What follows belongs to an exercise in optimizing a design on an open flow for a short achievable clock period and few clock cycles per item; a production flow would make more cautious choices. RTL that was checked went through simulation tests only; none was proved equivalent to the original. Only the layout flow was run in runs 1 and 6; the RTL was not checked for function there. Power and IR drop assume default switching activity.

--- design/flow/run.sh ---
#!/bin/bash
# synth_recipe.tcl (not shown) runs the flow's synth.tcl, then flattens the netlist and writes it again
# the make line also repeats each setting of config.mk as NAME=value (left out here)
make -C /OpenROAD-flow-scripts/flow DESIGN_CONFIG=/design/flow/config.mk WORK_HOME=/design/flow/orfs CLKGATE_MAP_FILE= SYNTH_SCRIPT=/design/flow/synth_recipe.tcl finish
--- design/flow/constraint.sdc ---
create_clock -name core_clock -period 5.0 [get_ports {clock}]
set_input_delay 1.0000 -clock core_clock [delete_from_list [all_inputs] [get_ports {clock}]]
set_output_delay 1.0000 -clock core_clock [all_outputs]
set_load 0.01 [all_outputs]
--- design/flow/design.v ---
package stwq_pkg;
   localparam logic [1:0] REQ_CREATE = 2'd0;
   localparam logic [1:0] REQ_WAIT   = 2'd1;
   localparam logic [1:0] REQ_POST   = 2'd2;
   localparam logic [1:0] ST_OK         = 2'd0;
   localparam logic [1:0] ST_NO_ENTRY   = 2'd1;
   localparam logic [1:0] ST_QUEUE_FULL = 2'd2;
endpackage
import stwq_pkg::*;
module semaphore_table_with_wait_queues_unit
#(
   parameter int NUM_SEMAPHORES = 8,
   parameter int QUEUE_DEPTH    = 8,
   parameter int CALLER_ID_BITS = 8
) (
   input  logic        clock,
   input  logic        reset,
   input  logic        req_tvalid,
   output logic        req_tready,
   input  logic [87:0] req_tdata,    
   input  logic [1:0]  req_tuser,    
   output logic        rsp_tvalid,
   input  logic        rsp_tready,
   output logic [15:0] rsp_tdata,    
   output logic [1:0]  rsp_tuser     
);
   localparam int NS = 8;    
   localparam int QD = 8;    
   localparam int FD = 8;    
   logic        a_valid;
   logic [1:0]  a_type;
   logic [63:0] a_key;
   logic [15:0] a_start;
   logic [7:0]  a_caller;
   logic [NS-1:0] used_ff;
   logic [63:0]   key_ff [NS];
   logic        acc;
   logic        rdy_ff;
   assign acc = req_tvalid & rdy_ff;
   always_ff @(posedge clock) begin
      a_valid  <= acc & ~reset;
      a_type   <= req_tuser;
      a_key    <= req_tdata[63:0];
      a_start  <= req_tdata[79:64];
      a_caller <= req_tdata[87:80];
   end
   logic [NS-1:0] a_free;      
   logic          a_full;
   logic          a_create;
   logic [NS-1:0] a_match;
   assign a_free   = ~used_ff & (used_ff + NS'(1));
   assign a_full   = &used_ff;
   assign a_create = a_valid & (a_type == REQ_CREATE);
   always_comb begin
      for (int i = 0; i < NS; i++) begin
         a_match[i] = used_ff[i] & (key_ff[i] == a_key);
      end
   end
   always_ff @(posedge clock) begin
      if (reset) begin
         used_ff <= '0;
      end else if (a_create) begin
         used_ff <= used_ff | a_free;
      end
   end
   always_ff @(posedge clock) begin
      for (int i = 0; i < NS; i++) begin
         if (a_create & a_free[i]) begin
            key_ff[i] <= a_key;
         end
      end
   end
   logic          b_valid;
   logic          b_create, b_wait, b_post, b_noentry;
   logic [NS-1:0] b_match, b_free;
   logic [15:0]   b_start;
   logic [7:0]    b_caller;
   always_ff @(posedge clock) begin
      b_valid   <= a_valid & ~reset;
      b_create  <= a_type == REQ_CREATE;
      b_wait    <= a_type == REQ_WAIT;
      b_post    <= a_type == REQ_POST;
      b_noentry <= (a_type == REQ_CREATE) & a_full;
      b_match   <= a_match;
      b_free    <= a_free;
      b_start   <= a_start;
      b_caller  <= a_caller;
   end
   logic [NS-1:0] b_first;
   assign b_first = b_match & ~(b_match - NS'(1));
   logic          c_valid, c_noentry;
   logic [NS-1:0] c_wsel, c_psel, c_isel;    
   logic [15:0]   c_start;
   logic          c_start_zero, c_start_max;
   logic [7:0]    c_caller;
   always_ff @(posedge clock) begin
      c_valid      <= b_valid & ~reset;
      c_noentry    <= b_noentry;
      c_wsel       <= b_first & {NS{b_valid & b_wait}};
      c_psel       <= b_first & {NS{b_valid & b_post}};
      c_isel       <= b_free & {NS{b_valid & b_create & ~b_noentry}};
      c_start      <= b_start;
      c_start_zero <= b_start == 16'd0;
      c_start_max  <= b_start == 16'hFFFF;
      c_caller     <= b_caller;
   end
   logic [15:0] cnt_ff  [NS];
   logic        zero_ff [NS];
   logic        max_ff  [NS];
   logic [QD-1:0] fill_ff [NS];
   logic [QD-1:0] head_ff [NS];
   logic [QD-1:0] tail_ff [NS];
   logic [7:0]  q_ff    [NS][QD];
   logic [NS-1:0] e_dec, e_inc, e_push, e_pop, e_qfull;
   logic [7:0]    e_hv [NS];     
   always_comb begin
      for (int i = 0; i < NS; i++) begin
         e_dec[i]   = c_wsel[i] & ~zero_ff[i];
         e_push[i]  = c_wsel[i] & zero_ff[i] & ~fill_ff[i][QD-1];
         e_qfull[i] = c_wsel[i] & zero_ff[i] & fill_ff[i][QD-1];
         e_pop[i]   = c_psel[i] & fill_ff[i][0];
         e_inc[i]   = c_psel[i] & ~fill_ff[i][0] & ~max_ff[i];
         e_hv[i]    = 8'd0;
         for (int k = 0; k < QD; k++) begin
            e_hv[i] = e_hv[i] | (q_ff[i][k] & {8{head_ff[i][k]}});
         end
      end
   end
   always_ff @(posedge clock) begin
      for (int i = 0; i < NS; i++) begin
         if (c_isel[i]) begin
            cnt_ff[i]  <= c_start;
            zero_ff[i] <= c_start_zero;
            max_ff[i]  <= c_start_max;
         end else if (e_dec[i]) begin
            cnt_ff[i]  <= cnt_ff[i] - 16'd1;
            zero_ff[i] <= cnt_ff[i] == 16'd1;
            max_ff[i]  <= 1'b0;
         end else if (e_inc[i]) begin
            cnt_ff[i]  <= cnt_ff[i] + 16'd1;
            zero_ff[i] <= 1'b0;
            max_ff[i]  <= cnt_ff[i] == 16'hFFFE;
         end
         if (c_isel[i]) begin
            fill_ff[i] <= '0;
            head_ff[i] <= QD'(1);
            tail_ff[i] <= QD'(1);
         end else if (e_push[i]) begin
            fill_ff[i] <= {fill_ff[i][QD-2:0], 1'b1};
            tail_ff[i] <= {tail_ff[i][QD-2:0], tail_ff[i][QD-1]};
         end else if (e_pop[i]) begin
            fill_ff[i] <= {1'b0, fill_ff[i][QD-1:1]};
            head_ff[i] <= {head_ff[i][QD-2:0], head_ff[i][QD-1]};
         end
         for (int k = 0; k < QD; k++) begin
            if (e_push[i] & tail_ff[i][k]) begin
               q_ff[i][k] <= c_caller;
            end
         end
      end
   end
   logic          d_valid, d_noentry, d_qfull, d_block, d_wake;
   logic [NS-1:0] d_pop;
   logic [7:0]    d_hv [NS];
   always_ff @(posedge clock) begin
      d_valid   <= c_valid & ~reset;
      d_noentry <= c_noentry;
      d_qfull   <= |e_qfull;
      d_block   <= |e_push;
      d_wake    <= |e_pop;
      d_pop     <= e_pop;
      for (int i = 0; i < NS; i++) begin
         d_hv[i] <= e_hv[i];
      end
   end
   logic [7:0] d_wid;
   always_comb begin
      d_wid = 8'd0;
      for (int i = 0; i < NS; i++) begin
         d_wid = d_wid | (d_hv[i] & {8{d_pop[i]}});
      end
   end
   logic        e_valid;
   logic [11:0] e_rsp;    
   always_ff @(posedge clock) begin
      e_valid <= d_valid & ~reset;
      e_rsp   <= {d_noentry ? ST_NO_ENTRY : d_qfull ? ST_QUEUE_FULL : ST_OK,
                  d_wid, d_wake, d_block};
   end
   logic        out_valid;
   logic [11:0] out_rsp;
   logic [11:0] fifo_ff [FD];
   logic [2:0]  wr_ptr, rd_ptr;
   logic [3:0]  fifo_cnt;
   logic        fifo_empty;
   logic        out_free, pop_out, fifo_pop, fifo_push;
   assign fifo_empty = fifo_cnt == 4'd0;
   assign out_free   = ~out_valid | rsp_tready;
   assign pop_out    = out_valid & rsp_tready;
   assign fifo_pop   = out_free & ~fifo_empty;
   assign fifo_push  = e_valid & ~(out_free & fifo_empty);
   always_ff @(posedge clock) begin
      if (reset) begin
         out_valid <= 1'b0;
         wr_ptr    <= '0;
         rd_ptr    <= '0;
         fifo_cnt  <= '0;
      end else begin
         if (out_free) begin
            out_valid <= ~fifo_empty | e_valid;
         end
         if (fifo_push) begin
            wr_ptr <= wr_ptr + 3'd1;
         end
         if (fifo_pop) begin
            rd_ptr <= rd_ptr + 3'd1;
         end
         fifo_cnt <= fifo_cnt + 4'(fifo_push) - 4'(fifo_pop);
      end
   end
   always_ff @(posedge clock) begin
      if (out_free) begin
         out_rsp <= fifo_empty ? e_rsp : fifo_ff[rd_ptr];
      end
      if (fifo_push) begin
         fifo_ff[wr_ptr] <= e_rsp;
      end
   end
   logic [3:0] outst_ff, outst_in;
   assign outst_in = outst_ff + 4'(acc) - 4'(pop_out);
   always_ff @(posedge clock) begin
      if (reset) begin
         outst_ff <= '0;
         rdy_ff   <= 1'b1;
      end else begin
         outst_ff <= outst_in;
         rdy_ff   <= outst_in < 4'(FD);
      end
   end
   assign req_tready = rdy_ff;
   assign rsp_tvalid = out_valid;
   assign rsp_tdata  = {6'd0, out_rsp[9:0]};
   assign rsp_tuser  = out_rsp[11:10];
endmodule
--- design/flow/config.mk ---
export PLATFORM = sky130hd
export DESIGN_NAME = semaphore_table_with_wait_queues_unit
export DESIGN_NICKNAME = semaphore_table_with_wait_queues_unit
export VERILOG_FILES = /design/flow/design.v
export SDC_FILE = /design/flow/constraint.sdc
export NUM_CORES = 4
export LEC_CHECK = 0
export ABC_CLOCK_PERIOD_IN_PS = 1800
export CAP_MARGIN = 20
export CORE_MARGIN = 2
export CORE_UTILIZATION = 65
export PLACE_DENSITY = 0.7
export SETUP_SLACK_MARGIN = 3.0
export SLEW_MARGIN = 20
export TNS_END_PERCENT = 100
==> flow_metrics.env, run 1 <==
export IMPL_outcome="complete, no violations"
export IMPL_clock_skew_ps=35.9
export IMPL_synthArstFlopShare_pct=0
export IMPL_drt_wirelength_per_cell_microns=25.7
export IMPL_vias_per_cell=6.35
export IMPL_n_fill_cell=6377
export IMPL_antenna_found_initial=6
export IMPL_hold_path_depth=0
export IMPL_path_depth=1
export IMPL_io_buffers=107
export IMPL_die_w_microns=330
export IMPL_synth_distinct_cells=88
export IMPL_relSlewSlack_pct=41.5
export IMPL_hold_viol_final=0
export IMPL_cts_sinks=1773
export IMPL_clockPowerShare_pct=41.6
export IMPL_synth_top_family_by_area="simple AND/OR/NAND/NOR gates"
export IMPL_cp_cell_sequence="buf_2"
export IMPL_ir_worst_vdd_uv=357
export IMPL_grt_pass1_vias=41959
export IMPL_drt_iter0_markers=5323
export IMPL_r2r_cells=6
export IMPL_cp_slowest_cell="edfxtp_1"
export IMPL_core_sq_um=105000
export IMPL_pwr_share_comb_pct=5.4
export IMPL_synthCells=5099
export IMPL_routed_wl_microns=181000
export IMPL_syn_to_final_growth_pct=18.3
export IMPL_ant_nets=0
export IMPL_cap_violations=0
export IMPL_floorplan_rows=119
export IMPL_synth_xor_area_share_pct=6.24
export IMPL_grt_overflow_total=0
export IMPL_finalWeightedCongestion=0.926
export IMPL_rsz0062_at_grt="true"
export IMPL_tightest_slew_ps=878
export IMPL_netSwitchingPower_w=0.00674
export IMPL_synthSimpleGateAreaFrac_pct=10.0
export IMPL_clkLatencyLatePin_ps=790
export IMPL_grt_pass1_wl_microns=263000
export IMPL_cts_hold_buf=0
export IMPL_synth_edff_count=1276
export IMPL_vias=44633
export IMPL_syn_area_per_cell_sq_um=13.5
export IMPL_finalCritPeriodShare_pct=46.6
export IMPL_cts_buffers=171
export IMPL_synth_seq_cells=1773
export IMPL_path_class="flip-flop to output port"
export IMPL_crit_path_end_kind="output port"
export IMPL_powerDensity_nw_per_um2=375
export IMPL_ys_warn_count=11
export IMPL_die_y_microns=330
export IMPL_drc_errors=0
export IMPL_p_int_w=0.0238
export IMPL_crit_fanout=1
export IMPL_crit_family="flip-flops"
export IMPL_yosys_area_top_type_share_pct=55.6
export IMPL_fmax_ghz=0.429
export IMPL_p_seq_share_pct=53.0
export IMPL_start_util_pct=65.5
export IMPL_min_delay_path_class="flip-flop to flip-flop"
export IMPL_min_period_ps=2330
export IMPL_dp_hpwl_microns=112000
export IMPL_utilization_pct=77.5
export IMPL_track_usage_pct=32.7
export IMPL_worst_path_buf_inv=1
export IMPL_power_w=0.0305
export IMPL_synth_compound_area_share_pct=8.64
export IMPL_firstDrtPassIters=6
export IMPL_p_leak_nw=27.8
export IMPL_yosys_top_cells_area="edfxtp_1 56%, dfxtp_1 14%, xnor2_1 3.8%"
export IMPL_drv_slew=0
export IMPL_required_ps=4000
export IMPL_setup_tns_ps=0
export IMPL_cts_clk_slew_worst_paths_ps=60
export IMPL_root_buffer="clkbuf_16"
export IMPL_cts_max_level=4
export IMPL_synth_area_sq_um=68900
export IMPL_grt_max_degree=65
export IMPL_cts_tree="built"
export IMPL_synth_top_area_cell="edfxtp_1"
export IMPL_p_sw_share_pct=22.1
export IMPL_clk_path_buf_depth=3
export IMPL_synth_mux_area_share_pct=1.57
export IMPL_io_pins=114
export IMPL_setup_violations=0
export IMPL_start_kind="flip-flop"
export IMPL_synth_adder_area_share_pct=0.839
export IMPL_drive_gt1_share_pct=18.8
export IMPL_nets=5631
export IMPL_critical_path_max_stage_delay_ps=400
export IMPL_arrival_ps=1330
export IMPL_ys_seq_area_share_pct=70.1
export IMPL_synth_ff_type="edfxtp_1"
export IMPL_die_area_sq_um=109000
## metrics by stage
stage | instance area (sq um) | hold WS [ps] | cells | worst slack, ps
global route | 81500 | 329 | 7032 | 2620
detailed placement | 71600 | 312 | 6435 | 1420
floorplan | 69000 | 310 | 5104 | 2170
CTS | 79200 | 324 | 6875 | 2640
finish | 81500 | 317 | 7033 | 2670
global placement | 71600 | 310 | 6434 | 1510
## worst paths after layout
path	endpoint	startpoint	slack (ps)
worst max register to register	cnt_ff[4][11]	cnt_ff[4][0]	2820
worst max-delay path	rsp_tdata[2]	out_rsp[2]	2670
worst min register to register	b_start[9]	a_start[9]	320
worst min-delay path	b_start[9]	a_start[9]	320
## cells in the final DEF (no fill, tap or decap), types with 24 or more instances in the layout
master and instances:
edfxtp_1 1276, nand2_1 524, dfxtp_1 429, a22oi_1 319, buf_4 294, xnor2_1 284, xor2_1 195, nand4_1 180
clkbuf_16 176, inv_1 164, a21oi_1 154, nor2_1 144, o21ai_0 108, nand3_1 95, clkdlybuf4s50_1 91, clkbuf_1 56
nor4_1 49, buf_6 49, o22ai_1 45, nor3_1 43, dfxtp_2 38, a311oi_1 32, dfxtp_4 30, nand2b_1 29
ha_1 29, clkinv_2 27, and2_1 26, or3_1 26, mux2i_1 26, mux4_2 24, o2bb2ai_1 24, clkbuf_8 24
## state kept, by name, summed over array words and instances, names as in the netlist, 12 cells and up, named ones only
register / cells
out_rsp: 12
tail_ff: 64
head_ff: 64
fifo_ff: 96
e_rsp: 12
q_ff: 512
key_ff: 512
a_start: 16
a_key: 64
b_start: 16
cnt_ff: 128
d_hv: 64
c_start: 16
fill_ff: 64
## synth_stat cells, types with 22 or more instances
cell type and instances:
nor4_1 90, a22oi_1 321, nor2b_1 30, dfxtp_1 497, clkbuf_1 230, inv_1 192, mux2i_1 26, nand2_1 535
a311oi_1 32, mux4_2 24, a21oi_1 161, and3_1 22, nand4_1 180, nand2b_1 37, o22ai_1 51, and2_1 29
o21ai_0 117, buf_1 23, mux2_2 25, xor2_1 195, ha_1 43, edfxtp_1 1276, nor2_1 167, xnor2_1 296
nor3_1 64, o2bb2ai_1 24, nand3_1 102, or3_1 31
## kinds of logic after synthesis
| group | after synthesis |
|---|---|
| mux | 75 |
| xor+xnor | 491 |
| other cells | 1 |
| flops | 1773 |
| buf+inv | 468 |
| fa+ha+maj | 45 |
| compound gates | 864 |
| simple gates | 1382 |
## power groups by stage
| stage | combinational (W) | clock, W | sequential [W] |
|---|---|---|---|
| floorplan | 0.000867 | 0 | 0.0164 |
| global placement | 0.00138 | 0 | 0.0165 |
| detailed placement | 0.00140 | 0 | 0.0165 |
| CTS | 0.00151 | 0.0128 | 0.0162 |
| global route | 0.00179 | 0.0134 | 0.0162 |
| finish | 0.00165 | 0.0127 | 0.0162 |
## layer usage
layer	GRT usage [%]	up-vias	share of wire, %
li1	-	19786	-
met1	47.4	22159	40
met2	50.6	2342	47
met3	5.89	340	9.7
met4	10.8	6	3.2
met5	0	-	0.021
## layout make-up
cell class	count	area (sq um)	share of cell area [%]
flip-flops and latches	1773	48400	59.4
multi-input cells	2865	20600	25.2
clock buffers	254	4870	5.97
repair buffers	482	4400	5.40
well taps	1391	1740	2.14
inverters	199	803	0.986
clock inverters	68	689	0.846
diodes	1	2.50	0.00307
## timing repair
| action | CTS | global route |
|---|---|---|
| pin swaps | 56 | 93 |
| endpoints found under the setup margin | 1020 | 588 |
| gates cloned | 5 | 3 |
| hold endpoints to repair | 0 | 0 |
| setup buffers | 113 | 154 |
| gates resized for setup | 317 | 237 |
==> run 2: changes to the inputs <==
--- a/design/flow/design.v
+++ b/design/flow/design.v
@@ -114,4 +114,6 @@
    logic [NS-1:0] e_dec, e_inc, e_push, e_pop, e_qfull;
    logic [7:0]    e_hv [NS];     
+   logic [15:0]   e_lo0 [NS];    
+   logic [15:0]   e_lo1 [NS];    
    always_comb begin
       for (int i = 0; i < NS; i++) begin
@@ -121,4 +123,10 @@
          e_pop[i]   = c_psel[i] & fill_ff[i][0];
          e_inc[i]   = c_psel[i] & ~fill_ff[i][0] & ~max_ff[i];
+         e_lo0[i][0] = 1'b1;
+         e_lo1[i][0] = 1'b1;
+         for (int k = 1; k < 16; k++) begin
+            e_lo0[i][k] = e_lo0[i][k-1] & ~cnt_ff[i][k-1];
+            e_lo1[i][k] = e_lo1[i][k-1] & cnt_ff[i][k-1];
+         end
          e_hv[i]    = 8'd0;
          for (int k = 0; k < QD; k++) begin
@@ -133,12 +141,13 @@
             zero_ff[i] <= c_start_zero;
             max_ff[i]  <= c_start_max;
-         end else if (e_dec[i]) begin
-            cnt_ff[i]  <= cnt_ff[i] - 16'd1;
-            zero_ff[i] <= cnt_ff[i] == 16'd1;
-            max_ff[i]  <= 1'b0;
-         end else if (e_inc[i]) begin
-            cnt_ff[i]  <= cnt_ff[i] + 16'd1;
-            zero_ff[i] <= 1'b0;
-            max_ff[i]  <= cnt_ff[i] == 16'hFFFE;
+         end else begin
+            cnt_ff[i]  <= cnt_ff[i] ^ ((e_lo0[i] & {16{e_dec[i]}}) | (e_lo1[i] & {16{e_inc[i]}}));
+            if (e_dec[i]) begin
+               zero_ff[i] <= cnt_ff[i] == 16'd1;
+               max_ff[i]  <= 1'b0;
+            end else if (e_inc[i]) begin
+               zero_ff[i] <= 1'b0;
+               max_ff[i]  <= cnt_ff[i] == 16'hFFFE;
+            end
          end
          if (c_isel[i]) begin
@@ -191,49 +200,62 @@
    logic [11:0] out_rsp;
    logic [11:0] fifo_ff [FD];
-   logic [2:0]  wr_ptr, rd_ptr;
-   logic [3:0]  fifo_cnt;
+   logic [FD-1:0] wr_ptr, rd_ptr, fcnt_ff;
+   logic [11:0] fifo_head;
    logic        fifo_empty;
    logic        out_free, pop_out, fifo_pop, fifo_push;
-   assign fifo_empty = fifo_cnt == 4'd0;
+   assign fifo_empty = ~fcnt_ff[0];
    assign out_free   = ~out_valid | rsp_tready;
    assign pop_out    = out_valid & rsp_tready;
    assign fifo_pop   = out_free & ~fifo_empty;
    assign fifo_push  = e_valid & ~(out_free & fifo_empty);
+   always_comb begin
+      fifo_head = '0;
+      for (int k = 0; k < FD; k++) begin
+         fifo_head = fifo_head | (fifo_ff[k] & {12{rd_ptr[k]}});
+      end
+   end
    always_ff @(posedge clock) begin
       if (reset) begin
          out_valid <= 1'b0;
-         wr_ptr    <= '0;
-         rd_ptr    <= '0;
-         fifo_cnt  <= '0;
+         out_rsp   <= '0;
+         wr_ptr    <= FD'(1);
+         rd_ptr    <= FD'(1);
+         fcnt_ff   <= '0;
       end else begin
          if (out_free) begin
             out_valid <= ~fifo_empty | e_valid;
+            out_rsp   <= fifo_empty ? e_rsp : fifo_head;
          end
          if (fifo_push) begin
-            wr_ptr <= wr_ptr + 3'd1;
+            wr_ptr <= {wr_ptr[FD-2:0], wr_ptr[FD-1]};
          end
          if (fifo_pop) begin
-            rd_ptr <= rd_ptr + 3'd1;
-         end
-         fifo_cnt <= fifo_cnt + 4'(fifo_push) - 4'(fifo_pop);
-      end
-   end
-   always_ff @(posedge clock) begin
-      if (out_free) begin
-         out_rsp <= fifo_empty ? e_rsp : fifo_ff[rd_ptr];
-      end
-      if (fifo_push) begin
-         fifo_ff[wr_ptr] <= e_rsp;
-      end
-   end
-   logic [3:0] outst_ff, outst_in;
-   assign outst_in = outst_ff + 4'(acc) - 4'(pop_out);
+            rd_ptr <= {rd_ptr[FD-2:0], rd_ptr[FD-1]};
+         end
+         if (fifo_push & ~fifo_pop) begin
+            fcnt_ff <= {fcnt_ff[FD-2:0], 1'b1};
+         end else if (fifo_pop & ~fifo_push) begin
+            fcnt_ff <= {1'b0, fcnt_ff[FD-1:1]};
+         end
+      end
+   end
+   always_ff @(posedge clock) begin
+      for (int k = 0; k < FD; k++) begin
+         if (fifo_push & wr_ptr[k]) begin
+            fifo_ff[k] <= e_rsp;
+         end
+      end
+   end
+   logic [FD-1:0] outst_ff;
    always_ff @(posedge clock) begin
       if (reset) begin
          outst_ff <= '0;
          rdy_ff   <= 1'b1;
-      end else begin
-         outst_ff <= outst_in;
-         rdy_ff   <= outst_in < 4'(FD);
+      end else if (acc & ~pop_out) begin
+         outst_ff <= {outst_ff[FD-2:0], 1'b1};
+         rdy_ff   <= ~outst_ff[FD-2];
+      end else if (pop_out & ~acc) begin
+         outst_ff <= {1'b0, outst_ff[FD-1:1]};
+         rdy_ff   <= 1'b1;
       end
    end
--- a/design/flow/config.mk
+++ b/design/flow/config.mk
@@ -6,9 +6,9 @@
 export NUM_CORES = 4
 export LEC_CHECK = 0
-export ABC_CLOCK_PERIOD_IN_PS = 1800
+export ABC_CLOCK_PERIOD_IN_PS = 1000
 export CAP_MARGIN = 20
 export CORE_MARGIN = 2
-export CORE_UTILIZATION = 65
-export PLACE_DENSITY = 0.7
+export CORE_UTILIZATION = 80
+export PLACE_DENSITY = 0.86
 export SETUP_SLACK_MARGIN = 3.0
 export SLEW_MARGIN = 20
==> run 2 against run 1 <==
  * Largest cell class unchanged
  * Core utilization increased by 14 points
  * Final area decreased by 6.2%
  * Clock skew decreased by 1.0 ps
  * Synthesized cell count increased by 0.45%
  * Sequential power about the same
  * First-iteration DRC count increased by 53%
  * Synthesized area decreased by 2.8%
  * Critical endpoint is now rsp_tdata[5]
  * Clock power about the same
  * Count of clock-buffer cells in the layout decreased by 25
==> flow_metrics.env, run 2 <==
export IMPL_ys_warn_count=14
export IMPL_arrival_ps=1240
export IMPL_start_util_pct=80.4
export IMPL_relSlewSlack_pct=27.5
export IMPL_vias_per_cell=7.30
export IMPL_rsz0062_at_grt="true"
export IMPL_vias=47385
export IMPL_die_area_sq_um=86000
export IMPL_ir_worst_vdd_uv=486
export IMPL_root_buffer="clkbuf_16"
export IMPL_hold_viol_final=0
export IMPL_synthArstFlopShare_pct=0
export IMPL_syn_to_final_growth_pct=14.1
export IMPL_r2r_cells=6
export IMPL_drt_iter0_markers=8149
export IMPL_drv_slew=0
export IMPL_dp_hpwl_microns=108000
export IMPL_die_y_microns=293
export IMPL_r2r_end="cnt_ff[7][15]"
export IMPL_ff2ff_setup_slack_ps=2840
export IMPL_die_w_microns=293
export IMPL_synth_distinct_cells=71
export IMPL_drt_wirelength_per_cell_microns=31.0
export IMPL_yosys_top_cells_area="edfxtp_1 51%, dfxtp_1 19%, xnor2_1 4.8%"
export IMPL_floorplan_rows=106
export IMPL_ant_nets=0
export IMPL_tightest_slew_ps=1090
export IMPL_nets=5367
export IMPL_cts_clk_slew_worst_paths_ps=70
export IMPL_core_sq_um=83300
export IMPL_hold_path_depth=0
export IMPL_cp_cell_sequence="buf_6"
export IMPL_fin_area_sq_um=76400
export IMPL_path_class="flip-flop to output port"
export IMPL_yosys_area_top_type_share_pct=50.9
export IMPL_clkLatencyLatePin_ps=800
export IMPL_routed_wl_microns=201000
export IMPL_critical_path_max_stage_delay_ps=350
export IMPL_placed_area_sq_um=69100
export IMPL_synth_most_common_cell="edfxtp_1"
export IMPL_grt_pass1_wl_microns=283000
export IMPL_outcome="complete, no violations"
export IMPL_synth_seq_cells=1788
export IMPL_crit_path_end_kind="output port"
export IMPL_synthCells=5122
export IMPL_cap_violations=0
export IMPL_firstDrtPassIters=9
export IMPL_dp_slack_ps=1430
export IMPL_grt_max_degree=65
export IMPL_setup_violations=0
export IMPL_required_ps=4000
export IMPL_fmax_ghz=0.447
export IMPL_synth_top_area_cell="edfxtp_1"
export IMPL_io_pins=114
export IMPL_crit_family="flip-flops"
export IMPL_final_cell_mix="1136 x edfxtp_1, 586 x dfxtp_1, 573 x nand2_1"
export IMPL_drc_errors=0
export IMPL_setup_tns_ps=0
export IMPL_cts_sinks=1788
export IMPL_p_leak_nw=26.0
export IMPL_final_common_cell="edfxtp_1"
export IMPL_cts_max_level=4
export IMPL_synth_common_cells="1136 x edfxtp_1, 652 x dfxtp_1, 580 x nand2_1"
export IMPL_min_delay_path_class="flip-flop to flip-flop"
export IMPL_cts_tree="built"
export IMPL_fin_ws_ps=2760
export IMPL_drive_gt1_share_pct=11.7
export IMPL_min_period_ps=2240
export IMPL_clock_skew_ps=34.9
export IMPL_hp_start="a_caller[6]"
export IMPL_r2r_start="cnt_ff[7][0]"
export IMPL_clk_path_buf_depth=3
export IMPL_synth_edff_count=1136
export IMPL_antenna_found_initial=12
export IMPL_cts_buffers=163
export IMPL_finalCritPeriodShare_pct=44.8
export IMPL_ys_seq_area_share_pct=70.4
export IMPL_cp_slowest_cell="dfxtp_2"
export IMPL_synth_ff_type="edfxtp_1"
export IMPL_grt_pass1_vias=45381
export IMPL_cts_hold_buf=0
export IMPL_synth_area_sq_um=67000
export IMPL_syn_area_per_cell_sq_um=13.1
export IMPL_start_kind="flip-flop"
export IMPL_holdPathEnd="b_caller[6]"
export IMPL_grt_overflow_total=0
export IMPL_powerDensity_nw_per_um2=390
export IMPL_top_regs="key_ff (512), q_ff (512), cnt_ff (128)"
export IMPL_crit_fanout=2
export IMPL_track_usage_pct=44.6
export IMPL_finalWeightedCongestion=0.981
export IMPL_io_buffers=107
export IMPL_worst_path_buf_inv=1
export IMPL_utilization_pct=91.7
## run 2: cell types whose count changed after synthesis, moves of 41 or more
cell,change
dfxtp_1,+155
edfxtp_1,-140
ha_1,-41
nand2_1,+45
xnor2_1,+74
xor2_1,-60
## run 2: worst register-to-register path: stages (launching register included)
cell and delay (ps):
dfxtp_1 480, nor4bb_1 390, buf_4 250, nand2_1 160, o32ai_1 400, xnor2_1 190, o21ai_0 130
## run 2: worst max-delay path by stage
stage,startpoint,endpoint,slack [ps],cells past startpoint
3_5_place_dp,rsp_tready,fcnt_ff[3],1430,9
5_1_grt,a_key[63],b_match[7],2700,6
6_report,out_rsp[5],rsp_tdata[5],2760,1
2_1_floorplan,used_ff[1],key_ff[7][0],2170,4
4_1_cts,out_rsp[5],rsp_tdata[5],2740,1
3_3_place_gp,rsp_tready,fcnt_ff[0],1500,9
## run 2: timing repair
item,CTS,global route
endpoints found under the setup margin,672,522
resized for setup,214,142
pin swaps,17,29
hold endpoints to repair,0,0
cloned,6,3
buffers inserted,18,50
## run 2: cell families (layout without fill, tap and decap cells)
kind of cell / after synthesis / in the layout / synth area share [%]
compound gates: 940 / 940 / 9.57
xor+xnor: 505 / 505 / 6.61
fa+ha+maj: 2 / 2 / 0.0374
buf+inv: 488 / 765 / 2.78
flops: 1788 / 1788 / 70.4
mux: 42 / 42 / 0.643
other cells: 1 / 10 / 0.00560
simple gates: 1356 / 1359 / 9.92
## run 2: report_power, final
part / internal, W / switching [W]
sequential: 0.0158 / 0.000193
combinational: 0.000351 / 0.000570
clock: 0.00720 / 0.00568
total: 0.0233 / 0.00645
## run 2: per-stage QoR
step / power [W] / instances / hold slack, ps
after global placement: 0.0170 / 6108 / 310
after global routing: 0.0302 / 6487 / 323
final: 0.0298 / 6491 / 307
after floorplan: 0.0166 / 5127 / 310
after CTS: 0.0294 / 6434 / 312
after detailed placement: 0.0170 / 6109 / 312
## run 2: area by class of cell
type	count	area (sq um)
timing repair inverter	1	5.00
tap	1080	1350
multi-input combinational	2854	18600
fill	2770	6880
clock inverter	72	783
timing repair buffer	271	2900
antenna	4	10.0
clock buffer	229	4650
sequential	1788	47300
inverter	192	767
## run 2: layer usage
metal / vias up / share of wire [%] / GRT usage, % / wire length (microns)
met4: 6 / 6.8 / 23.9 / 13700
met1: 22415 / 32 / 58.1 / 64300
met3: 1028 / 15 / 11.9 / 30500
met5: - / 0.016 / 0 / 33
li1: 19154 / - / - / -
met2: 4782 / 46 / 69.6 / 92400
Testbench counts of run 2, summed over its fixed seeds: cycles 12,048, items 12,000.
==> run 3: changes to the inputs <==
--- a/design/flow/config.mk
+++ b/design/flow/config.mk
@@ -9,6 +9,6 @@
 export CAP_MARGIN = 20
 export CORE_MARGIN = 2
-export CORE_UTILIZATION = 80
-export PLACE_DENSITY = 0.86
+export CORE_UTILIZATION = 65
+export PLACE_DENSITY = 0.7
 export SETUP_SLACK_MARGIN = 3.0
 export SLEW_MARGIN = 20
==> run 3 against run 2 <==
  * Still clean on timing, DRC and antenna
  * Worst hold slack gained 15 ps
  * Non-clock buffer count decreased by 14
  * Synthesized cell count unchanged
  * Via count shrank 11%
  * Clock power is 3% higher
  * Sequential cell count is the same
  * Sequential power about the same
==> flow_metrics.env, run 3 <==
export IMPL_min_period_ps=2230
export IMPL_core_sq_um=102000
export IMPL_die_w_microns=325
export IMPL_clkLatencyLatePin_ps=790
export IMPL_track_usage_pct=31.6
export IMPL_path_class="flip-flop to output port"
export IMPL_ant_nets=0
export IMPL_tightest_slew_ps=949
export IMPL_finalCritPeriodShare_pct=44.6
export IMPL_nets=5361
export IMPL_drive_gt1_share_pct=11.5
export IMPL_cts_hold_buf=0
export IMPL_yosys_area_top_type_share_pct=50.9
export IMPL_grt_pass1_wl_microns=251000
export IMPL_synthArstFlopShare_pct=0
export IMPL_vias_per_cell=6.25
export IMPL_pwr_share_comb_pct=2.8
export IMPL_ys_warn_count=14
export IMPL_cts_sinks=1788
export IMPL_antenna_found_initial=2
export IMPL_io_pins=114
export IMPL_synth_area_sq_um=67000
export IMPL_synth_ff_type="edfxtp_1"
export IMPL_top_regs="key_ff (512), q_ff (512), cnt_ff (128)"
export IMPL_powerDensity_nw_per_um2=391
export IMPL_placed_cells=6411
export IMPL_setup_tns_ps=0
export IMPL_ys_seq_area_share_pct=70.4
export IMPL_instances_no_fill=6787
export IMPL_vias=42391
export IMPL_cap_violations=0
export IMPL_ff2ff_setup_slack_ps=2970
export IMPL_clock_skew_ps=31.7
export IMPL_routed_wl_microns=169000
export IMPL_syn_area_per_cell_sq_um=13.1
export IMPL_synth_seq_cells=1788
export IMPL_drc_errors=0
export IMPL_hp_start="a_start[0]"
export IMPL_synth_top_area_cell="edfxtp_1"
export IMPL_fin_area_sq_um=76900
export IMPL_clockPowerShare_pct=44.1
export IMPL_root_buffer="clkbuf_16"
export IMPL_p_seq_share_pct=53.0
export IMPL_synthCells=5122
export IMPL_netSwitchingPower_w=0.00622
export IMPL_dp_hpwl_microns=108000
export IMPL_relSlewSlack_pct=36.7
export IMPL_final_common_cell="edfxtp_1"
export IMPL_cts_max_level=4
export IMPL_grt_max_degree=65
export IMPL_cts_clk_slew_worst_paths_ps=60
export IMPL_p_sw_share_pct=20.7
export IMPL_p_leak_nw=26.1
export IMPL_final_cell_mix="1136 x edfxtp_1, 591 x dfxtp_1, 576 x nand2_1"
export IMPL_arrival_ps=1230
export IMPL_start_kind="flip-flop"
export IMPL_fmax_ghz=0.449
export IMPL_crit_family="flip-flops"
export IMPL_syn_to_final_growth_pct=14.8
export IMPL_hold_path_depth=0
export IMPL_outcome="complete, no violations"
export IMPL_seqCellArea_sq_um=47300
export IMPL_crit_path_end_kind="output port"
export IMPL_rsz0062_at_grt="true"
export IMPL_firstDrtPassIters=8
export IMPL_grt_pass1_vias=39931
export IMPL_r2r_start="zero_ff[1]"
export IMPL_crit_fanout=3
export IMPL_synth_most_common_cell="edfxtp_1"
export IMPL_synth_common_cells="1136 x edfxtp_1, 652 x dfxtp_1, 580 x nand2_1"
export IMPL_yosys_top_cells_area="edfxtp_1 51%, dfxtp_1 19%, xnor2_1 4.8%"
export IMPL_critical_path_max_stage_delay_ps=350
export IMPL_die_area_sq_um=106000
export IMPL_ir_worst_vdd_uv=353
export IMPL_cp_slowest_cell="dfxtp_2"
export IMPL_drt_wirelength_per_cell_microns=24.9
export IMPL_n_fill_cell=6567
export IMPL_r2r_end="d_block"
export IMPL_required_ps=4000
export IMPL_io_buffers=107
export IMPL_drv_slew=0
export IMPL_holdPathEnd="b_start[0]"
export IMPL_finalWeightedCongestion=0.929
export IMPL_clk_path_buf_depth=3
export IMPL_cts_buffers=173
export IMPL_cts_tree="built"
export IMPL_placed_area_sq_um=69600
export IMPL_synth_edff_count=1136
export IMPL_hold_viol_final=0
export IMPL_p_int_w=0.0238
export IMPL_multi_input_area_sq_um=18600
export IMPL_utilization_pct=75.3
export IMPL_drt_iter0_markers=4754
export IMPL_synth_distinct_cells=71
export IMPL_floorplan_rows=117
export IMPL_min_delay_path_class="flip-flop to flip-flop"
export IMPL_start_util_pct=65.6
export IMPL_r2r_cells=5
export IMPL_cp_cell_sequence="buf_6"
export IMPL_die_y_microns=325
export IMPL_worst_path_buf_inv=1
export IMPL_setup_violations=0
export IMPL_grt_overflow_total=0
-- run 3: repair_timing --
action / 4_1_cts / 5_1_grt
setup endpoints to repair: 617 / 566
buffers inserted: 12 / 30
gates cloned: 3 / 2
pin swaps: 11 / 23
resized for setup: 203 / 114
-- run 3: power by group through the flow --
stage	Combinational, W	Sequential [W]	Clock [W]
final	0.000852	0.0159	0.0133
after floorplan	0.000415	0.0162	0
after detailed placement	0.000775	0.0163	0
after global placement	0.000765	0.0163	0
after CTS	0.000799	0.0160	0.0134
after global routing	0.000898	0.0160	0.0140
-- run 3: worst max-delay path by stage --
stage,startpoint,cells after the start,slack [ps],end
global route,out_rsp[10],1,2720,rsp_tuser[0]
finish,out_valid,1,2770,rsp_tvalid
floorplan,used_ff[1],4,2170,key_ff[7][0]
detailed placement,rsp_tready,8,1570,fcnt_ff[3]
CTS,out_rsp[10],1,2720,rsp_tuser[0]
global placement,rsp_tready,8,1600,fcnt_ff[0]
-- run 3: metal layers --
layer	wire length [microns]	global-route usage, %	vias up	part of all wire [%]
met4	4950	9.71	0	2.9
met1	71700	46.3	20938	42
met5	0	0	-	0
li1	-	-	19175	-
met3	15300	6.22	322	9.1
met2	77300	48.3	1956	46
-- run 3: kinds of logic after synthesis --
group	Yosys count	share of synthesized area [%]
AO/OA/AOI/OAI	940	9.57
adder cells (fa/ha/maj)	2	0.0374
multiplexers	42	0.643
buffers and inverters	488	2.78
flip-flops	1788	70.4
XOR/XNOR	505	6.61
AND/OR/NAND/NOR	1356	9.92
other	1	0.00560
-- run 3: per-stage QoR --
stage          setup slack [ps]  hold WS, ps  total power (W)
6_report                   2770          322           0.0301
5_1_grt                    2720          324           0.0308
4_1_cts                    2720          325           0.0301
3_5_place_dp               1570          312           0.0170
3_3_place_gp               1600          310           0.0170
2_1_floorplan              2170          310           0.0166
-- run 3: cell type report --
cell class,instances,share of cell area [%]
flip-flops and latches,1788,61.5
multi-input cells,2853,24.1
clock buffers,271,6.90
repair buffers,257,3.40
well taps,1368,2.23
inverters,192,1.01
clock inverters,57,0.785
diodes,1,0.00326
==> run 4: changes to the inputs <==
--- a/design/flow/config.mk
+++ b/design/flow/config.mk
@@ -10,4 +10,6 @@
 export CORE_MARGIN = 2
 export CORE_UTILIZATION = 65
+export CTS_CLUSTER_DIAMETER = 100
+export CTS_CLUSTER_SIZE = 30
 export PLACE_DENSITY = 0.7
 export SETUP_SLACK_MARGIN = 3.0
==> run 4 against run 3 <==
  * Still clean
  * Via count down 2.7%
  * First-iteration DRC count up 13%
  * Worst hold slack better by 5.6 ps
  * Sequential share of layout area up 3.3 points
  * Final area down 5.1%
  * Synthesized cell count unchanged
  * Sequential power about the same
  * Synthesized area unchanged
  * Core utilization down 3.9 points
  * Largest cell class unchanged
==> flow_metrics.env, run 4 <==
export IMPL_min_delay_path_class="flip-flop to flip-flop"
export IMPL_r2r_cells=5
export IMPL_fmax_ghz=0.460
export IMPL_cts_hold_buf=0
export IMPL_synth_top_family_by_area="simple AND/OR/NAND/NOR gates"
export IMPL_synth_xor_area_share_pct=6.61
export IMPL_seqCellArea_sq_um=47300
export IMPL_cts_clk_slew_worst_paths_ps=120
export IMPL_synth_top_area_cell="edfxtp_1"
export IMPL_crit_path_end_kind="output port"
export IMPL_ant_nets=0
export IMPL_tightest_slew_ps=955
export IMPL_ys_seq_area_share_pct=70.4
export IMPL_grt_pass1_vias=38189
export IMPL_synth_ff_type="edfxtp_1"
export IMPL_crit_fanout=3
export IMPL_cts_tree="built"
export IMPL_io_buffers=107
export IMPL_path_class="flip-flop to output port"
export IMPL_fin_area_sq_um=72900
export IMPL_final_cell_mix="1136 x edfxtp_1, 588 x dfxtp_1, 575 x nand2_1"
export IMPL_die_y_microns=325
export IMPL_synth_most_common_cell="edfxtp_1"
export IMPL_synth_distinct_cells=71
export IMPL_top_regs="key_ff (512), q_ff (512), cnt_ff (128)"
export IMPL_clock_skew_ps=29.1
export IMPL_drc_errors=0
export IMPL_yosys_area_top_type_share_pct=50.9
export IMPL_synth_seq_cells=1788
export IMPL_yosys_top_cells_area="edfxtp_1 51%, dfxtp_1 19%, xnor2_1 4.8%"
export IMPL_syn_area_per_cell_sq_um=13.1
export IMPL_min_period_ps=2170
export IMPL_grt_overflow_total=0
export IMPL_die_area_sq_um=106000
export IMPL_path_depth=1
export IMPL_floorplan_rows=117
export IMPL_required_ps=4000
export IMPL_arrival_ps=1170
export IMPL_synth_common_cells="1136 x edfxtp_1, 652 x dfxtp_1, 580 x nand2_1"
export IMPL_finalWeightedCongestion=0.929
export IMPL_start_kind="flip-flop"
export IMPL_n_fill_cell=7041
export IMPL_p_leak_nw=24.2
export IMPL_routed_wl_microns=164000
export IMPL_synth_compound_area_share_pct=9.57
export IMPL_worst_path_buf_inv=1
export IMPL_synthCells=5122
export IMPL_drive_gt1_share_pct=8.10
export IMPL_rsz0062_at_grt="true"
export IMPL_drt_wirelength_per_cell_microns=25.0
export IMPL_synth_adder_area_share_pct=0.0374
export IMPL_synth_mux_area_share_pct=0.643
export IMPL_syn_to_final_growth_pct=8.91
export IMPL_cp_slowest_cell="dfxtp_2"
export IMPL_nets=5251
export IMPL_root_buffer="clkbuf_16"
export IMPL_ir_worst_vdd_uv=389
export IMPL_start_util_pct=65.6
export IMPL_core_sq_um=102000
export IMPL_track_usage_pct=30.7
export IMPL_firstDrtPassIters=6
export IMPL_grt_pass1_wl_microns=244000
export IMPL_setup_tns_ps=0
export IMPL_diodes=0
export IMPL_relSlewSlack_pct=36.4
export IMPL_synthArstFlopShare_pct=0
export IMPL_ys_warn_count=14
export IMPL_die_w_microns=325
export IMPL_io_pins=114
export IMPL_multi_input_area_sq_um=18600
export IMPL_placed_area_sq_um=69600
export IMPL_setup_violations=0
export IMPL_powerDensity_nw_per_um2=327
export IMPL_synth_area_sq_um=67000
export IMPL_vias=41236
export IMPL_dp_hpwl_microns=108000
export IMPL_drv_slew=0
export IMPL_drt_iter0_markers=5371
export IMPL_cap_violations=0
export IMPL_synthSimpleGateAreaFrac_pct=9.92
export IMPL_hold_path_depth=0
export IMPL_cts_sinks=1788
export IMPL_clkLatencyLatePin_ps=700
export IMPL_critical_path_max_stage_delay_ps=370
export IMPL_clk_path_buf_depth=3
export IMPL_grt_max_degree=65
export IMPL_hold_viol_final=0
export IMPL_synth_edff_count=1136
export IMPL_cts_buffers=69
export IMPL_vias_per_cell=6.27
export IMPL_antenna_found_initial=7
export IMPL_cp_cell_sequence="buf_6"
export IMPL_outcome="complete, no violations"
export IMPL_crit_family="flip-flops"
export IMPL_final_common_cell="edfxtp_1"
export IMPL_cts_max_level=3
export IMPL_finalCritPeriodShare_pct=43.5
==> run 4: area by class of cell <==
type,count,share of cell area (%)
clock buffer,119,2.64
tap,1368,2.35
sequential,1788,64.9
inverter,192,1.04
clock inverter,8,0.151
timing repair buffer,251,3.51
multi-input combinational,2853,25.4
==> run 4: repair_timing <==
item	4_1_cts	5_1_grt
endpoints found under the setup margin	619	437
pin swaps	11	22
cloned	2	2
gates resized for setup	206	102
setup buffers	16	21
==> run 4: worst paths after layout <==
kind	startpoint	to	slack [ps]
max	out_valid	rsp_tvalid	2830
min	a_start[4]	b_start[4]	330
max reg2reg	zero_ff[1]	d_block	2990
min reg2reg	a_start[4]	b_start[4]	330
==> run 4: per-stage QoR <==
stage	hold WS, ps	setup WS [ps]	cells	utilization (%)	total power [W]
3_5_place_dp	312	1570	6411	68.2	0.0170
3_3_place_gp	310	1600	6409	68.2	0.0170
4_1_cts	333	2780	6556	70.8	0.0239
5_1_grt	339	2770	6579	71.5	0.0245
6_report	327	2830	6579	71.5	0.0238
2_1_floorplan	310	2170	5127	-	0.0166
==> run 4: per-layer routing <==
layer | GRT usage (%) | up-vias | part of all wire [%]
met5 | 0 | - | 0.035
met4 | 7.88 | 6 | 2.6
met3 | 4.83 | 217 | 8.9
met2 | 47.1 | 1759 | 46
met1 | 46.2 | 20429 | 43
li1 | - | 18825 | -
==> run 4: cells by family after synthesis <==
logic type	Yosys count
XOR/XNOR	505
AND/OR/NAND/NOR	1356
adder cells (fa/ha/maj)	2
multiplexers	42
AO/OA/AOI/OAI	940
flip-flops	1788
other	1
buffers and inverters	488
==> run 4: where the power goes <==
| part | total [W] | switching [W] | internal [W] | leakage [nW] |
|---|---|---|---|---|
| registers | 0.0159 | 0.000168 | 0.0158 | 15.6 |
| logic | 0.000847 | 0.000516 | 0.000331 | 7.55 |
| clock network | 0.00707 | 0.00435 | 0.00273 | 0.968 |
==> run 5: changes to the inputs <==
--- a/design/flow/config.mk
+++ b/design/flow/config.mk
@@ -10,6 +10,6 @@
 export CORE_MARGIN = 2
 export CORE_UTILIZATION = 65
-export CTS_CLUSTER_DIAMETER = 100
-export CTS_CLUSTER_SIZE = 30
+export CTS_CLUSTER_DIAMETER = 150
+export CTS_CLUSTER_SIZE = 25
 export PLACE_DENSITY = 0.7
 export SETUP_SLACK_MARGIN = 3.0
==> run 5 against run 4 <==
  * Critical endpoint is now rsp_tdata[8]
  * Register-to-register slack is essentially flat
  * Largest power group unchanged
  * Cell count up 0.43%
  * Sequential share of layout area down 0.38 points
  * Highest routed layer unchanged
  * Non-clock buffer count is 4 higher
  * Via count is 0.53% higher
  * Count of clock-buffer cells in the layout rose by 23
  * Synthesized area did not move
==> flow_metrics.env, run 5 <==
export IMPL_fin_area_sq_um=73300
export IMPL_synth_top_area_cell="edfxtp_1"
export IMPL_clkLatencyLatePin_ps=710
export IMPL_drt_iter0_markers=5028
export IMPL_crit_path_end_kind="output port"
export IMPL_synth_most_common_cell="edfxtp_1"
export IMPL_yosys_area_top_type_share_pct=50.9
export IMPL_synthCells=5122
export IMPL_ir_worst_vdd_uv=391
export IMPL_grt_pass1_wl_microns=244000
export IMPL_synth_area_sq_um=67000
export IMPL_hp_start="a_caller[0]"
export IMPL_synth_ff_type="edfxtp_1"
export IMPL_clock_skew_ps=38.6
export IMPL_dp_hpwl_microns=108000
export IMPL_drt_wirelength_per_cell_microns=24.9
export IMPL_arrival_ps=1170
export IMPL_worst_path_buf_inv=1
export IMPL_relSlewSlack_pct=34.5
export IMPL_tightest_slew_ps=982
export IMPL_cap_violations=0
export IMPL_vias=41454
export IMPL_synthArstFlopShare_pct=0
export IMPL_grt_max_degree=65
export IMPL_start_util_pct=65.6
export IMPL_synth_seq_cells=1788
export IMPL_critical_path_startpoint="out_rsp[8]"
export IMPL_synth_distinct_cells=71
export IMPL_cts_tree="built"
export IMPL_n_fill_cell=7025
export IMPL_grt_pass1_vias=38288
export IMPL_multi_input_area_sq_um=18600
export IMPL_hold_viol_final=0
export IMPL_nets=5267
export IMPL_final_common_cell="edfxtp_1"
export IMPL_p_leak_nw=24.4
export IMPL_min_delay_path_class="flip-flop to flip-flop"
export IMPL_required_ps=4000
export IMPL_path_class="flip-flop to output port"
export IMPL_floorplan_rows=117
export IMPL_clk_path_buf_depth=3
export IMPL_synth_common_cells="1136 x edfxtp_1, 652 x dfxtp_1, 580 x nand2_1"
export IMPL_instances_no_fill=6607
export IMPL_crit_family="flip-flops"
export IMPL_final_cell_mix="1136 x edfxtp_1, 589 x dfxtp_1, 575 x nand2_1"
export IMPL_powerDensity_nw_per_um2=333
export IMPL_yosys_top_cells_area="edfxtp_1 51%, dfxtp_1 19%, xnor2_1 4.8%"
export IMPL_synth_edff_count=1136
export IMPL_min_period_ps=2170
export IMPL_start_kind="flip-flop"
export IMPL_finalWeightedCongestion=0.929
export IMPL_fmax_ghz=0.461
export IMPL_finalCritPeriodShare_pct=43.3
export IMPL_die_y_microns=325
export IMPL_placed_area_sq_um=69600
export IMPL_drive_gt1_share_pct=8.34
export IMPL_top_regs="key_ff (512), q_ff (512), cnt_ff (128)"
export IMPL_firstDrtPassIters=6
export IMPL_r2r_start="zero_ff[1]"
export IMPL_cts_clk_slew_worst_paths_ps=100
export IMPL_routed_wl_microns=165000
export IMPL_critical_path_max_stage_delay_ps=370
export IMPL_io_pins=114
export IMPL_hold_slack_ps=317
export IMPL_drv_slew=0
export IMPL_cts_sinks=1788
export IMPL_drc_errors=0
export IMPL_io_buffers=107
export IMPL_ys_warn_count=14
export IMPL_cts_max_level=3
export IMPL_syn_to_final_growth_pct=9.53
export IMPL_cp_slowest_cell="dfxtp_2"
export IMPL_cts_buffers=81
export IMPL_rsz0062_at_grt="true"
export IMPL_outcome="complete, no violations"
export IMPL_grt_overflow_total=0
export IMPL_syn_area_per_cell_sq_um=13.1
export IMPL_setup_violations=0
export IMPL_seqCellArea_sq_um=47300
export IMPL_setup_tns_ps=0
export IMPL_track_usage_pct=30.8
export IMPL_die_w_microns=325
export IMPL_cp_cell_sequence="buf_6"
export IMPL_core_sq_um=102000
export IMPL_ant_nets=0
export IMPL_vias_per_cell=6.27
export IMPL_placed_cells=6411
export IMPL_die_area_sq_um=106000
export IMPL_antenna_found_initial=4
export IMPL_root_buffer="clkbuf_16"
export IMPL_ys_seq_area_share_pct=70.4
export IMPL_crit_fanout=2
-- run 5: cell counts after synthesis --
Identical to the previous run, type by type.
-- run 5: metrics by stage --
stage,util (%),worst slack [ps],total power [W]
4_1_cts,71.1,2780,0.0245
5_1_grt,71.9,2770,0.0251
3_3_place_gp,68.2,1600,0.0170
3_5_place_dp,68.2,1570,0.0170
6_report,71.9,2830,0.0244
2_1_floorplan,-,2170,0.0166
-- run 5: cells by family (layout without fill, tap and decap cells) --
group           Yosys count  in the layout  synth area share, %
mux                      42             42                0.643
xor+xnor                505            505                 6.61
compound gates          940            940                 9.57
buf+inv                 488            597                 2.78
simple gates           1356           1358                 9.92
fa+ha+maj                 2              2               0.0374
flops                  1788           1788                 70.4
other cells               1              7              0.00560
-- run 5: path summary, 6_finish.rpt --
check | slack [ps] | cells past startpoint | end
hold reg to reg | 320 | 0 | b_caller[0]
hold / removal | 320 | 0 | b_caller[0]
setup / recovery | 2830 | 1 | rsp_tdata[8]
setup reg to reg | 2990 | 5 | d_block
-- run 5: layer usage --
metal | vias to the layer above | routed length [microns] | share of wire, % | GRT usage [%]
met5 | - | 13 | 0.0079 | 0
met4 | 2 | 4690 | 2.8 | 8.04
met3 | 235 | 14500 | 8.8 | 4.73
met2 | 1805 | 75100 | 46 | 47.3
met1 | 20530 | 70300 | 43 | 46.4
li1 | 18882 | - | - | -
-- run 5: timing repair --
item | CTS | global route
buffers inserted | 14 | 27
hold buffers | 0 | 0
gates resized for setup | 200 | 111
gates cloned | 3 | 1
endpoints found under the setup margin | 596 | 490
pin swaps | 11 | 25
-- run 5: power breakdown --
group	internal, W	switching, W
combinational	0.000334	0.000514
clock	0.00316	0.00447
sequential	0.0158	0.000172
-- run 5: layout make-up --
class                   count  area share (%)
flip-flops and latches   1788            64.5
multi-input cells        2853            25.3
repair buffers            255            3.57
clock buffers             142            3.08
well taps                1368            2.33
inverters                 192            1.03
clock inverters             8           0.181
diodes                      1         0.00341
==> run 6: changes to the inputs <==
--- a/design/flow/design.v
+++ b/design/flow/design.v
@@ -38,11 +38,9 @@
    logic        rdy_ff;
    assign acc = req_tvalid & rdy_ff;
-   always_ff @(posedge clock) begin
-      a_valid  <= acc & ~reset;
-      a_type   <= req_tuser;
-      a_key    <= req_tdata[63:0];
-      a_start  <= req_tdata[79:64];
-      a_caller <= req_tdata[87:80];
-   end
+   assign a_valid  = acc & ~reset;
+   assign a_type   = req_tuser;
+   assign a_key    = req_tdata[63:0];
+   assign a_start  = req_tdata[79:64];
+   assign a_caller = req_tdata[87:80];
    logic [NS-1:0] a_free;      
    logic          a_full;
@@ -77,5 +75,5 @@
    logic [7:0]    b_caller;
    always_ff @(posedge clock) begin
-      b_valid   <= a_valid & ~reset;
+      b_valid   <= a_valid;
       b_create  <= a_type == REQ_CREATE;
       b_wait    <= a_type == REQ_WAIT;
@@ -192,9 +190,7 @@
    logic        e_valid;
    logic [11:0] e_rsp;    
-   always_ff @(posedge clock) begin
-      e_valid <= d_valid & ~reset;
-      e_rsp   <= {d_noentry ? ST_NO_ENTRY : d_qfull ? ST_QUEUE_FULL : ST_OK,
-                  d_wid, d_wake, d_block};
-   end
+   assign e_valid = d_valid;
+   assign e_rsp   = {d_noentry ? ST_NO_ENTRY : d_qfull ? ST_QUEUE_FULL : ST_OK,
+                     d_wid, d_wake, d_block};
    logic        out_valid;
    logic [11:0] out_rsp;
==> run 6 against run 5 <==
  * Non-clock buffer count is 180 higher
  * Global-route usage is 2.5 points higher
  * Sequential power fell by 5%
  * Maximum frequency shrank 12%
  * First-iteration DRC count increased by 10%
  * Power is 4.5% lower
  * Sequential cell count decreased by 104
  * Combinational power grew 18%
  * Clock power down 5.0%
  * Core utilization increased by 3.1 points
  * Synthesized area decreased by 3.3%
  * Largest cell class unchanged
==> flow_metrics.env, run 6 <==
export IMPL_drv_slew=0
export IMPL_cts_clk_slew_worst_paths_ps=100
export IMPL_io_pins=114
export IMPL_fin_area_sq_um=73900
export IMPL_cts_hold_buf=0
export IMPL_synth_edff_count=1136
export IMPL_arrival_ps=2850
export IMPL_top_regs="key_ff (512), q_ff (512), cnt_ff (128)"
export IMPL_multi_input_area_sq_um=18600
export IMPL_path_class="primary input to flip-flop"
export IMPL_cts_sinks=1684
export IMPL_grt_pass1_vias=39157
export IMPL_start_kind="primary input"
export IMPL_yosys_area_top_type_share_pct=52.7
export IMPL_ys_warn_count=14
export IMPL_clock_skew_ps=26.9
export IMPL_synth_distinct_cells=76
export IMPL_power_w=0.0233
export IMPL_synth_most_common_cell="edfxtp_1"
export IMPL_final_cell_mix="1136 x edfxtp_1, 578 x nand2_1, 511 x dfxtp_1"
export IMPL_ys_seq_area_share_pct=69.6
export IMPL_p_leak_nw=24.8
export IMPL_crit_fanout=10
export IMPL_finalWeightedCongestion=0.941
export IMPL_min_period_ps=2450
export IMPL_fin_ws_ps=2550
export IMPL_ir_worst_vdd_uv=294
export IMPL_synthSimpleGateAreaFrac_pct=10.2
export IMPL_synth_common_cells="1136 x edfxtp_1, 582 x nand2_1, 548 x dfxtp_1"
export IMPL_synth_ff_type="edfxtp_1"
export IMPL_setup_violations=0
export IMPL_drt_wirelength_per_cell_microns=26.5
export IMPL_die_w_microns=320
export IMPL_cts_tree="built"
export IMPL_cts_buffers=77
export IMPL_fmax_ghz=0.408
export IMPL_hold_slack_ps=325
export IMPL_synth_seq_cells=1684
export IMPL_seqCellArea_sq_um=45100
export IMPL_drc_errors=0
export IMPL_drt_iter0_markers=5553
export IMPL_grt_max_degree=65
export IMPL_hold_viol_final=0
export IMPL_grt_pass1_wl_microns=252000
export IMPL_root_buffer="clkbuf_16"
export IMPL_synth_xor_area_share_pct=6.99
export IMPL_routed_wl_microns=174000
export IMPL_powerDensity_nw_per_um2=315
export IMPL_synthArstFlopShare_pct=0
export IMPL_min_delay_path_class="flip-flop to flip-flop"
export IMPL_crit_path_end_kind="flip-flop"
export IMPL_yosys_top_cells_area="edfxtp_1 53%, dfxtp_1 17%, xnor2_1 4.6%"
export IMPL_track_usage_pct=33.2
export IMPL_tightest_slew_ps=845
export IMPL_grt_overflow_total=0
export IMPL_required_ps=5400
export IMPL_firstDrtPassIters=8
export IMPL_core_sq_um=98600
export IMPL_ant_nets=0
export IMPL_synth_mux_area_share_pct=0.634
export IMPL_hold_path_depth=0
export IMPL_drive_gt1_share_pct=12.8
export IMPL_clk_path_buf_depth=3
export IMPL_r2r_cells=9
export IMPL_setup_tns_ps=0
export IMPL_floorplan_rows=115
export IMPL_vias_per_cell=6.43
export IMPL_io_buffers=107
export IMPL_antenna_found_initial=4
export IMPL_rsz0062_at_grt="true"
export IMPL_synth_top_family_by_area="simple AND/OR/NAND/NOR gates"
export IMPL_relSlewSlack_pct=43.7
export IMPL_die_area_sq_um=102000
export IMPL_synth_top_area_cell="edfxtp_1"
export IMPL_clkLatencyLatePin_ps=700
export IMPL_synth_adder_area_share_pct=0.0386
export IMPL_dp_slack_ps=988
export IMPL_nets=5319
export IMPL_start_util_pct=65.7
export IMPL_final_common_cell="edfxtp_1"
export IMPL_finalCritPeriodShare_pct=49.0
export IMPL_n_fill_cell=6198
export IMPL_synth_compound_area_share_pct=9.78
export IMPL_syn_to_final_growth_pct=14.1
export IMPL_dp_hpwl_microns=103000
export IMPL_outcome="complete, no violations"
export IMPL_cap_violations=0
export IMPL_synthCells=4993
export IMPL_cts_max_level=3
export IMPL_die_y_microns=320
export IMPL_placed_area_sq_um=67300
export IMPL_synth_area_sq_um=64800
export IMPL_vias=42265
export IMPL_syn_area_per_cell_sq_um=13.0
run 6: changes by cell type in the layout (fill, tap and decap cells not counted), moves of 37 or more:
cell	delta
o21ai_0	-105
clkdlybuf4s50_1	-67
buf_4	+70
buf_12	+40
o21ai_1	+110
xor2_1	+37
dfxtp_1	-78
buf_16	+51
xnor2_1	-40
run 6: final cells by class:
cell class	instances	share of cell area, %
flip-flops and latches	1684	61.1
multi-input cells	2848	25.2
repair buffers	435	7.55
clock buffers	129	2.93
well taps	1287	2.18
inverters	177	0.975
clock inverters	5	0.0846
diodes	3	0.0102
run 6: layer usage:
layer | up-vias | wire, microns | global-route usage, %
met3 | 448 | 17400 | 6.03
met4 | 4 | 7240 | 11.4
li1 | 18895 | - | -
met2 | 2222 | 79800 | 51.4
met1 | 20696 | 69500 | 48.0
met5 | - | 27 | 0
run 6: worst max-delay path: stages:
cell     delay (ps)
buf_4           110
nand2_8          90
or4_4           540
nor2_4          150
buf_6           120
nand4_1         180
nor2_4          190
buf_12          170
buf_4           140
buf_12          130
run 6: final timing paths:
check	to	slack (ps)	start
setup / recovery	key_ff[6][62]	2550	req_tvalid
hold / removal	c_caller[7]	320	b_caller[7]
setup reg to reg	key_ff[6][62]	2590	rdy_ff
hold reg to reg	c_caller[7]	320	b_caller[7]
run 6: what timing repair did:
action,CTS,global route
cloned,57,6
setup endpoints to repair,953,691
endpoints found under the hold margin,0,0
pin swaps,44,47
setup buffers,123,43
gates resized for setup,567,179
run 6: kinds of logic (layout without fill, tap and decap cells):
logic type / Yosys count / after routing
xor gates and xnor gates: 517 / 517
adders and majority gates: 2 / 2
DFF: 1684 / 1684
and+or+nand+nor: 1346 / 1346
muxes: 40 / 40
AOI/OAI and AO/OA: 937 / 937
buffers and inverters: 466 / 746
other: 1 / 9
run 6: power breakdown:
group / internal [W] / switching, W
clock network: 0.00302 / 0.00423
logic: 0.000384 / 0.000616
registers: 0.0149 / 0.000146
total: 0.0183 / 0.00499
run 6: stage by stage:
stage          std cells  util, %
2_1_floorplan       4998        -
3_3_place_gp        6202     68.3
3_5_place_dp        6202     68.3
4_1_cts             6516     74.0
5_1_grt             6565     75.0
6_report            6568     75.0
==> run 7: changes to the inputs <==
--- a/design/flow/design.v
+++ b/design/flow/design.v
@@ -35,7 +35,8 @@
    logic [NS-1:0] used_ff;
    logic [63:0]   key_ff [NS];
-   logic        acc;
-   logic        rdy_ff;
-   assign acc = req_tvalid & rdy_ff;
+   logic          acc;
+   logic          rdy_ff;
+   logic [FD-1:0] outst_ff;
+   assign acc = req_tvalid & ~outst_ff[FD-1];
    assign a_valid  = acc & ~reset;
    assign a_type   = req_tuser;
@@ -64,5 +65,5 @@
    always_ff @(posedge clock) begin
       for (int i = 0; i < NS; i++) begin
-         if (a_create & a_free[i]) begin
+         if (a_free[i]) begin
             key_ff[i] <= a_key;
          end
@@ -243,5 +244,4 @@
       end
    end
-   logic [FD-1:0] outst_ff;
    always_ff @(posedge clock) begin
       if (reset) begin
==> run 7 against run 6 <==
  * Sequential power about the same
  * Sequential cell count unchanged
  * Maximum frequency up 11%
  * Setup slack better by 250 ps
  * Highest routed layer is now met4
==> flow_metrics.env, run 7 <==
export IMPL_drive_gt1_share_pct=11.8
export IMPL_drt_iter0_markers=5331
export IMPL_cts_sinks=1684
export IMPL_fin_ws_ps=2800
export IMPL_yosys_area_top_type_share_pct=52.7
export IMPL_rsz0062_at_grt="true"
export IMPL_drc_errors=0
export IMPL_vias=40895
export IMPL_hp_start="b_caller[6]"
export IMPL_floorplan_rows=115
export IMPL_synth_top_area_cell="edfxtp_1"
export IMPL_routed_wl_microns=168000
export IMPL_cts_max_level=3
export IMPL_syn_area_per_cell_sq_um=13.0
export IMPL_synth_distinct_cells=69
export IMPL_synth_ff_type="edfxtp_1"
export IMPL_synth_common_cells="1136 x edfxtp_1, 589 x nand2_1, 548 x dfxtp_1"
export IMPL_io_buffers=107
export IMPL_ys_warn_count=14
export IMPL_die_area_sq_um=102000
export IMPL_fmax_ghz=0.454
export IMPL_min_period_ps=2200
export IMPL_track_usage_pct=32.5
export IMPL_hold_viol_final=0
export IMPL_core_sq_um=98600
export IMPL_power_w=0.0235
export IMPL_grt_pass1_wl_microns=246000
export IMPL_clock_skew_ps=33.4
export IMPL_drv_slew=0
export IMPL_setup_tns_ps=0
export IMPL_top_regs="key_ff (512), q_ff (512), cnt_ff (128)"
export IMPL_utilization_pct=72.9
export IMPL_relSlewSlack_pct=28.5
export IMPL_io_pins=114
export IMPL_clkLatencyLatePin_ps=710
export IMPL_arrival_ps=2820
export IMPL_start_util_pct=65.7
export IMPL_grt_max_degree=66
export IMPL_cap_violations=0
export IMPL_powerDensity_nw_per_um2=327
export IMPL_cts_hold_buf=0
export IMPL_finalWeightedCongestion=1.04
export IMPL_root_buffer="clkbuf_16"
export IMPL_die_w_microns=320
export IMPL_yosys_top_cells_area="edfxtp_1 53%, dfxtp_1 17%, xnor2_1 4.5%"
export IMPL_ant_nets=0
export IMPL_drt_wirelength_per_cell_microns=26.0
export IMPL_final_cell_mix="1136 x edfxtp_1, 578 x nand2_1, 511 x dfxtp_1"
export IMPL_synthCells=4989
export IMPL_firstDrtPassIters=6
export IMPL_crit_fanout=11
export IMPL_dp_hpwl_microns=109000
export IMPL_vias_per_cell=6.36
export IMPL_start_kind="primary input"
export IMPL_finalCritPeriodShare_pct=44.0
export IMPL_p_leak_nw=24.2
export IMPL_synth_seq_cells=1684
export IMPL_syn_to_final_growth_pct=11.1
export IMPL_nets=5183
export IMPL_synth_area_sq_um=64700
export IMPL_r2r_start="key_ff[7][6]"
export IMPL_synthArstFlopShare_pct=0
export IMPL_grt_overflow_total=0
export IMPL_grt_pass1_vias=37800
export IMPL_min_delay_path_class="flip-flop to flip-flop"
export IMPL_dp_slack_ps=1060
export IMPL_critical_path_startpoint="req_tdata[37]"
export IMPL_clk_path_buf_depth=3
export IMPL_outcome="complete, no violations"
export IMPL_diodes=0
export IMPL_antenna_found_initial=1
export IMPL_setup_violations=0
export IMPL_die_y_microns=320
export IMPL_final_common_cell="edfxtp_1"
export IMPL_path_class="primary input to flip-flop"
export IMPL_ys_seq_area_share_pct=69.7
export IMPL_cts_tree="built"
export IMPL_tightest_slew_ps=1070
export IMPL_cts_buffers=77
export IMPL_synth_most_common_cell="edfxtp_1"
export IMPL_required_ps=5620
export IMPL_ir_worst_vdd_uv=299
export IMPL_crit_path_end_kind="flip-flop"
export IMPL_cts_clk_slew_worst_paths_ps=100
export IMPL_synth_edff_count=1136
==> run 7: cell count changes in the layout (fill, tap and decap cells not counted), moves of 11 or more <==
cell / delta
o21ai_1: -114
inv_2: -11
o21ai_0: +113
buf_12: -28
xnor2_1: -44
buf_8: -12
buf_4: -17
xor2_1: +17
xnor2_2: +27
buf_16: -54
==> run 7: what timing repair did <==
item / CTS / global route
gates cloned: 8 / 1
pin swaps: 47 / 55
resized for setup: 470 / 187
buffers inserted: 76 / 38
endpoints found under the setup margin: 777 / 276
hold endpoints to repair: 0 / 0
==> run 7: worst max-delay path, stage by stage <==
cell and delay (ps):
clkdlybuf4s15_2 310, buf_4 320, nand2b_1 170, o2111ai_1 170, nor3_1 250, nand4_1 280
nor4_2 310
==> run 7: kinds of logic after synthesis <==
family          count (synthesis)  synth area share [%]
xor+xnor                      521                  7.05
compound gates                931                  9.73
flops                        1684                  69.7
buf+inv                       468                  2.79
fa+ha+maj                       2                0.0387
simple gates                 1341                  10.1
mux                            41                 0.648
other cells                     1               0.00579
==> run 7: layout make-up <==
cell class,instances,area [sq um]
Clock inverter,5,66.3
Clock buffer,135,2190
Timing Repair inverter,1,5.00
Fill cell,6565,26700
Tap cell,1287,1610
Sequential cell,1684,45100
Timing Repair Buffer,308,3000
Multi-Input combinational cell,2846,19200
Inverter,169,729
==> run 7: final timing paths <==
path	end	slack, ps	cells past startpoint
worst max register to register	b_match[7]	3010	4
worst min-delay path	c_caller[6]	330	0
worst min register to register	c_caller[6]	330	0
worst max-delay path	b_match[7]	2800	7
==> run 7: metal layers <==
metal	up-vias	routed length (microns)	track usage (%)
met2	1941	74700	48.4
met3	280	16800	6.21
met4	0	5590	9.71
met1	20108	70500	48.9
met5	-	0	0
li1	18566	-	-
==> run 7: stage by stage <==
step | instance area, sq um | hold slack, ps | instances
CTS | 71100 | 334 | 6396
global placement | 67300 | 314 | 6171
floorplan | 65700 | 310 | 4994
finish | 71900 | 333 | 6435
detailed placement | 67300 | 313 | 6172
global route | 71900 | 337 | 6435
==> run 7: power by group <==
group,leakage (nW),switching [W],total (W),internal [W]
sequential,14.9,0.000163,0.0151,0.0150
combinational,8.22,0.000664,0.00108,0.000413
clock,1.07,0.00424,0.00727,0.00304
total,24.2,0.00506,0.0235,0.0184
Testbench counts of run 7, summed over its fixed seeds: cycles 12,032, items 12,000.

Re-timed with assumed drivers on the ports (clkbuf_16 on the clock, buf_2 on other inputs), run 7 has 2.756 ns of setup slack against 2.799 ns with ideal ports, and 2.078 ns once port delays also move by the mid clock arrival of 0.770 ns.
